Background: an optimization exercise with open tools, aiming at small area. Do not read the settings as production practice. Only simulation tests tie the RTL to the original design; equivalence was not proved. No driver is modelled on the clock port, so clock power and skew are understated where the tree is cut down; a real chip needs a root buffer or a tree. Power is estimated from default activity; no workload was simulated.

==> build 14: inputs <==
// analogizer_top
module analogizer_top (
	input  logic       i_clk,
	input  logic       i_rst,
	input  logic       i_ena,
	input  logic [1:0] i_video_mode,
	input  logic [7:0] i_r,
	input  logic [7:0] i_g,
	input  logic [7:0] i_b,
	input  logic       i_hsync,
	input  logic       i_vsync,
	input  logic       i_csync,
	input  logic       i_blank_n,
	input  logic       i_ce_pix,
	input  logic       i_poll_req,
	input  logic [7:4] i_bank0_in,
	output logic       o_poll_ack,
	output logic       o_busy,
	output logic [15:0] o_p1_buttons,
	output logic [15:0] o_p2_buttons,
	output logic [7:0] o_bank1_out,
	output logic [7:0] o_bank2_out,
	output logic [7:0] o_bank3_out,
	output logic       o_bank1_dir,
	output logic       o_bank2_dir,
	output logic       o_bank3_dir
);
export LEC_CHECK = 0
export CAP_MARGIN = 20
export CORE_MARGIN = 2
export CORE_UTILIZATION = 40
export SLEW_MARGIN = 20
export SYNTH_HIERARCHICAL = 1
create_clock -name core_clock -period 10.0 [get_ports {i_clk}]
standard.sh (not shown) runs the stock make flow with config.mk's settings and CLKGATE_MAP_FILE= SYNTH_SCRIPT=/design/flow/synth_recipe.tcl, a recipe that flattens the netlist after the stock synthesis.
==> flow/flow/run.sh <==
#!/bin/bash
# The standard layout, with the smallest buffer on every port and a clock
# tree of smaller buffers without dummy loads. Each tool's output is in the
# ORFS logs under orfs/logs; make's own output is in flow.log.
set -euo pipefail
export BUFFER_PORTS_ARGS="-buffer_cell sky130_fd_sc_hd__buf_1"
export CTS_ARGS="-sink_clustering_enable -repair_clock_nets -dont_use_dummy_load -root_buf sky130_fd_sc_hd__clkbuf_8 -buf_list sky130_fd_sc_hd__clkbuf_8"
bash standard.sh > flow.log 2>&1
==> build 37: changes against build 14 <==
==> flow/flow/run.sh (replaced) <==
#!/bin/bash
# The standard layout, with the smallest buffer on every port and a clock
# tree built by hand (flow/manual_cts.tcl) in place of TritonCTS. Each tool's
# output is in the ORFS logs under orfs/logs; make's own output is in flow.log.
set -euo pipefail
export BUFFER_PORTS_ARGS="-buffer_cell sky130_fd_sc_hd__buf_1"
export PRE_CTS_TCL="$PWD/flow/manual_cts.tcl"
export CLK_TREE_N=8
export CLK_ROOT_BUF=sky130_fd_sc_hd__clkbuf_8
export CLK_TREE_BUF=sky130_fd_sc_hd__clkbuf_8
bash standard.sh > flow.log 2>&1
==> flow/flow/manual_cts.tcl (new file) <==
# Hand-built clock tree: the clock port drives a root buffer (CLK_ROOT_BUF), or
# with none the leaf buffers directly; CLK_TREE_N leaf buffers (CLK_TREE_BUF)
# each drive one balanced cluster of the clock sinks (recursive median
# bisection of the placed sinks). TritonCTS is then skipped.
set ntree [expr {[info exists ::env(CLK_TREE_N)] ? $::env(CLK_TREE_N) : 4}]
set bufname [expr {[info exists ::env(CLK_TREE_BUF)] ? $::env(CLK_TREE_BUF) : "sky130_fd_sc_hd__clkbuf_16"}]

set block [ord::get_db_block]
set db [ord::get_db]
set clk [$block findNet i_clk]
set master [$db findMaster $bufname]

set sinks {}
foreach it [$clk getITerms] {
  set inst [$it getInst]
  set loc [$inst getLocation]
  lappend sinks [list [lindex $loc 0] [lindex $loc 1] $it]
}
puts "manual clock tree: [llength $sinks] sinks, $ntree x $bufname"

proc split_sinks { items n axis } {
  if { $n <= 1 } { return [list $items] }
  set sorted [lsort -integer -index $axis $items]
  set n1 [expr {$n / 2}]
  set k [expr {([llength $sorted] * $n1) / $n}]
  set a [lrange $sorted 0 [expr {$k - 1}]]
  set b [lrange $sorted $k end]
  set next [expr {1 - $axis}]
  return [concat [split_sinks $a $n1 $next] [split_sinks $b [expr {$n - $n1}] $next]]
}

set clusters [split_sinks $sinks $ntree 0]
set src $clk
if { [info exists ::env(CLK_ROOT_BUF)] && $::env(CLK_ROOT_BUF) != "" } {
  set root [odb::dbInst_create $block [$db findMaster $::env(CLK_ROOT_BUF)] "clkbuf_manual_root"]
  set src [odb::dbNet_create $block "clknet_manual_root"]
  $src setSigType CLOCK
  [$root findITerm A] connect $clk
  [$root findITerm X] connect $src
  set sx 0; set sy 0
  foreach s $sinks { incr sx [lindex $s 0]; incr sy [lindex $s 1] }
  $root setLocation [expr {$sx / [llength $sinks]}] [expr {$sy / [llength $sinks]}]
  $root setPlacementStatus PLACED
  puts "  root buffer $::env(CLK_ROOT_BUF)"
}
set i 0
foreach cl $clusters {
  set sx 0; set sy 0
  foreach s $cl { incr sx [lindex $s 0]; incr sy [lindex $s 1] }
  set cx [expr {$sx / [llength $cl]}]
  set cy [expr {$sy / [llength $cl]}]
  set buf [odb::dbInst_create $block $master "clkbuf_manual_$i"]
  set net [odb::dbNet_create $block "clknet_manual_$i"]
  $net setSigType CLOCK
  [$buf findITerm A] connect $src
  [$buf findITerm X] connect $net
  foreach s $cl {
    set it [lindex $s 2]
    $it disconnect
    $it connect $net
  }
  $buf setLocation $cx $cy
  $buf setPlacementStatus PLACED
  puts "  cluster $i: [llength $cl] sinks, buffer at $cx $cy"
  incr i
}

set_propagated_clock [all_clocks]

proc clock_tree_synthesis { args } {
  puts "clock_tree_synthesis skipped: the clock tree was built by hand"
}
==> trial 64: changes against build 14 <==
==> flow/flow/run.sh (replaced) <==
#!/bin/bash
# The standard layout, with the smallest buffer on every port and a clock
# tree built by hand (flow/manual_cts.tcl) in place of TritonCTS. Each tool's
# output is in the ORFS logs under orfs/logs; make's own output is in flow.log.
set -euo pipefail
export BUFFER_PORTS_ARGS="-buffer_cell sky130_fd_sc_hd__buf_1"
export PRE_CTS_TCL="$PWD/flow/manual_cts.tcl"
export CLK_TREE_N=6
export CLK_ROOT_BUF=sky130_fd_sc_hd__clkbuf_8
export CLK_TREE_BUF=sky130_fd_sc_hd__clkbuf_16
bash standard.sh > flow.log 2>&1
==> flow/flow/manual_cts.tcl (new file) <==
# Hand-built clock tree: the clock port drives a root buffer (CLK_ROOT_BUF), or
# with none the leaf buffers directly; CLK_TREE_N leaf buffers (CLK_TREE_BUF)
# each drive one balanced cluster of the clock sinks (recursive median
# bisection of the placed sinks). TritonCTS is then skipped.
set ntree [expr {[info exists ::env(CLK_TREE_N)] ? $::env(CLK_TREE_N) : 4}]
set bufname [expr {[info exists ::env(CLK_TREE_BUF)] ? $::env(CLK_TREE_BUF) : "sky130_fd_sc_hd__clkbuf_16"}]

set block [ord::get_db_block]
set db [ord::get_db]
set clk [$block findNet i_clk]
set master [$db findMaster $bufname]

set sinks {}
foreach it [$clk getITerms] {
  set inst [$it getInst]
  set loc [$inst getLocation]
  lappend sinks [list [lindex $loc 0] [lindex $loc 1] $it]
}
puts "manual clock tree: [llength $sinks] sinks, $ntree x $bufname"

proc split_sinks { items n axis } {
  if { $n <= 1 } { return [list $items] }
  set sorted [lsort -integer -index $axis $items]
  set n1 [expr {$n / 2}]
  set k [expr {([llength $sorted] * $n1) / $n}]
  set a [lrange $sorted 0 [expr {$k - 1}]]
  set b [lrange $sorted $k end]
  set next [expr {1 - $axis}]
  return [concat [split_sinks $a $n1 $next] [split_sinks $b [expr {$n - $n1}] $next]]
}

set clusters [split_sinks $sinks $ntree 0]
set src $clk
if { [info exists ::env(CLK_ROOT_BUF)] && $::env(CLK_ROOT_BUF) != "" } {
  set root [odb::dbInst_create $block [$db findMaster $::env(CLK_ROOT_BUF)] "clkbuf_manual_root"]
  set src [odb::dbNet_create $block "clknet_manual_root"]
  $src setSigType CLOCK
  [$root findITerm A] connect $clk
  [$root findITerm X] connect $src
  set sx 0; set sy 0
  foreach s $sinks { incr sx [lindex $s 0]; incr sy [lindex $s 1] }
  $root setLocation [expr {$sx / [llength $sinks]}] [expr {$sy / [llength $sinks]}]
  $root setPlacementStatus PLACED
  puts "  root buffer $::env(CLK_ROOT_BUF)"
}
set i 0
foreach cl $clusters {
  set sx 0; set sy 0
  foreach s $cl { incr sx [lindex $s 0]; incr sy [lindex $s 1] }
  set cx [expr {$sx / [llength $cl]}]
  set cy [expr {$sy / [llength $cl]}]
  set buf [odb::dbInst_create $block $master "clkbuf_manual_$i"]
  set net [odb::dbNet_create $block "clknet_manual_$i"]
  $net setSigType CLOCK
  [$buf findITerm A] connect $src
  [$buf findITerm X] connect $net
  foreach s $cl {
    set it [lindex $s 2]
    $it disconnect
    $it connect $net
  }
  $buf setLocation $cx $cy
  $buf setPlacementStatus PLACED
  puts "  cluster $i: [llength $cl] sinks, buffer at $cx $cy"
  incr i
}

set_propagated_clock [all_clocks]

proc clock_tree_synthesis { args } {
  puts "clock_tree_synthesis skipped: the clock tree was built by hand"
}
==> build 34: changes against build 14 <==
--- a/flow/flow/run.sh
+++ b/flow/flow/run.sh
@@ -6,3 +6,3 @@
 export BUFFER_PORTS_ARGS="-buffer_cell sky130_fd_sc_hd__buf_1"
-export CTS_ARGS="-sink_clustering_enable -repair_clock_nets -dont_use_dummy_load -root_buf sky130_fd_sc_hd__clkbuf_8 -buf_list sky130_fd_sc_hd__clkbuf_8"
+export CTS_ARGS="-sink_clustering_enable -repair_clock_nets -dont_use_dummy_load -root_buf sky130_fd_sc_hd__clkbuf_8 -buf_list sky130_fd_sc_hd__clkbuf_8 -sink_clustering_size 40 -sink_clustering_max_diameter 300"
 bash standard.sh > flow.log 2>&1
==> run notes <==
Of trial 64 and build 37, trial 64 has the higher setup slack (gap 0.016 ns).
In build 37 the clock skew is lower than in build 34, by 0.021 ns.
Between build 37 and build 14, the lower fmax is in build 37 (gap about 0.46%, measured against build 14).
In routed wire length, build 34 and build 14 do not differ.
Of trial 64 and build 37, trial 64 has the higher register-to-register slack (gap 0.02 ns).
In build 34 the global-route usage is higher than in trial 64, by 0.99 points.
In build 34 the worst hold slack is worse than in build 37, by 0.015 ns.
Total power is the same in build 14 and build 34.
==> figures <==
Ratio of layout area to synthesized area: build 34 1.085x; trial 64 1.076x; build 14 1.085x; build 37 1.070x
Required time of the critical path: build 34 10.26 ns; trial 64 10.24 ns; build 14 10.26 ns; build 37 10.24 ns
Fraction of layout instances using a drive strength above 1: build 34 4.44%; trial 64 3.05%; build 14 4.44%; build 37 3.33%
Met3 demand-to-capacity share in global routing: build 34 3.76%; trial 64 1.74%; build 14 3.76%; build 37 1.57%
Fraction of power consumed by sequential logic: build 34 36.1%; trial 64 36.8%; build 14 36.1%; build 37 37.4%
Hold-critical path endpoint: build 34 ring1[7]; trial 64 ring1[13]; build 14 ring1[7]; build 37 s2_hs
Met3 wirelength from detailed routing: build 34 604 microns; trial 64 570 microns; build 14 604 microns; build 37 618 microns
Register clock-pin slew on the reported worst setup and hold paths: build 34 0.09 ns; trial 64 0.09 ns; build 14 0.09 ns; build 37 0.11 ns
Met2 Routed Length: build 34 6560 microns; trial 64 6540 microns; build 14 6560 microns; build 37 6620 microns
Fin util: build 34 44.5%; trial 64 44.1%; build 14 44.5%; build 37 43.9%
Leakage power summed over all cells: build 34 0.00324 uW; trial 64 0.00320 uW; build 14 0.00324 uW; build 37 0.00318 uW
Total Wirelength: build 34 14,100 microns; trial 64 13,900 microns; build 14 14,100 microns; build 37 14,000 microns
Result of the run: build 34 no timing/DRC/antenna violations; trial 64 no timing/DRC/antenna violations; build 14 no timing/DRC/antenna violations; build 37 no timing/DRC/antenna violations
Vias after detailed routing: build 34 4,513; trial 64 4,435; build 14 4,513; build 37 4,420
Total clock network power: build 34 335 uW; trial 64 287 uW; build 14 335 uW; build 37 254 uW
Number of global-route vias before repair: build 34 4,979; trial 64 4,894; build 14 4,979; build 37 4,912
Mean routed wirelength per cell: build 34 15.2 microns; trial 64 15.2 microns; build 14 15.2 microns; build 37 15.3 microns
Max stage delay on crit path: build 34 0.73 ns; trial 64 0.75 ns; build 14 0.73 ns; build 37 0.75 ns
In build 37 and trial 64 the design's own scripts or RTL, not TritonCTS, make the clock network.

what the ideal ports hide:
How much do the figures lean on ideal ports? The routed layouts below were timed once more, with nothing changed but the port constraints. Step 1: set_driving_cell puts a clkbuf_16 on i_clk and a buf_2 on each other input, an assumption about the parent block. Step 2 times the ports against the registers' clock, not the clock port: input delays grow and output delays shrink by t, the midpoint of the rising clock arrivals with the driver on. Slacks: ideal ports / drivers / drivers and shift; pairs: ideal ports / drivers.
run	shift t [ns]	setup slack, ns	worst setup path after step 2	pins driven straight from the clock port
build 14	0.466	3.575 / 3.575 / 3.575	register to register	1
build 37	0.431	3.546 / 3.546 / 3.546	register to register	1
trial 64	0.426	3.562 / 3.562 / 3.562	register to register	1
build 34	0.466	3.575 / 3.575 / 3.575	register to register	1
After both steps every run listed still meets setup and hold.
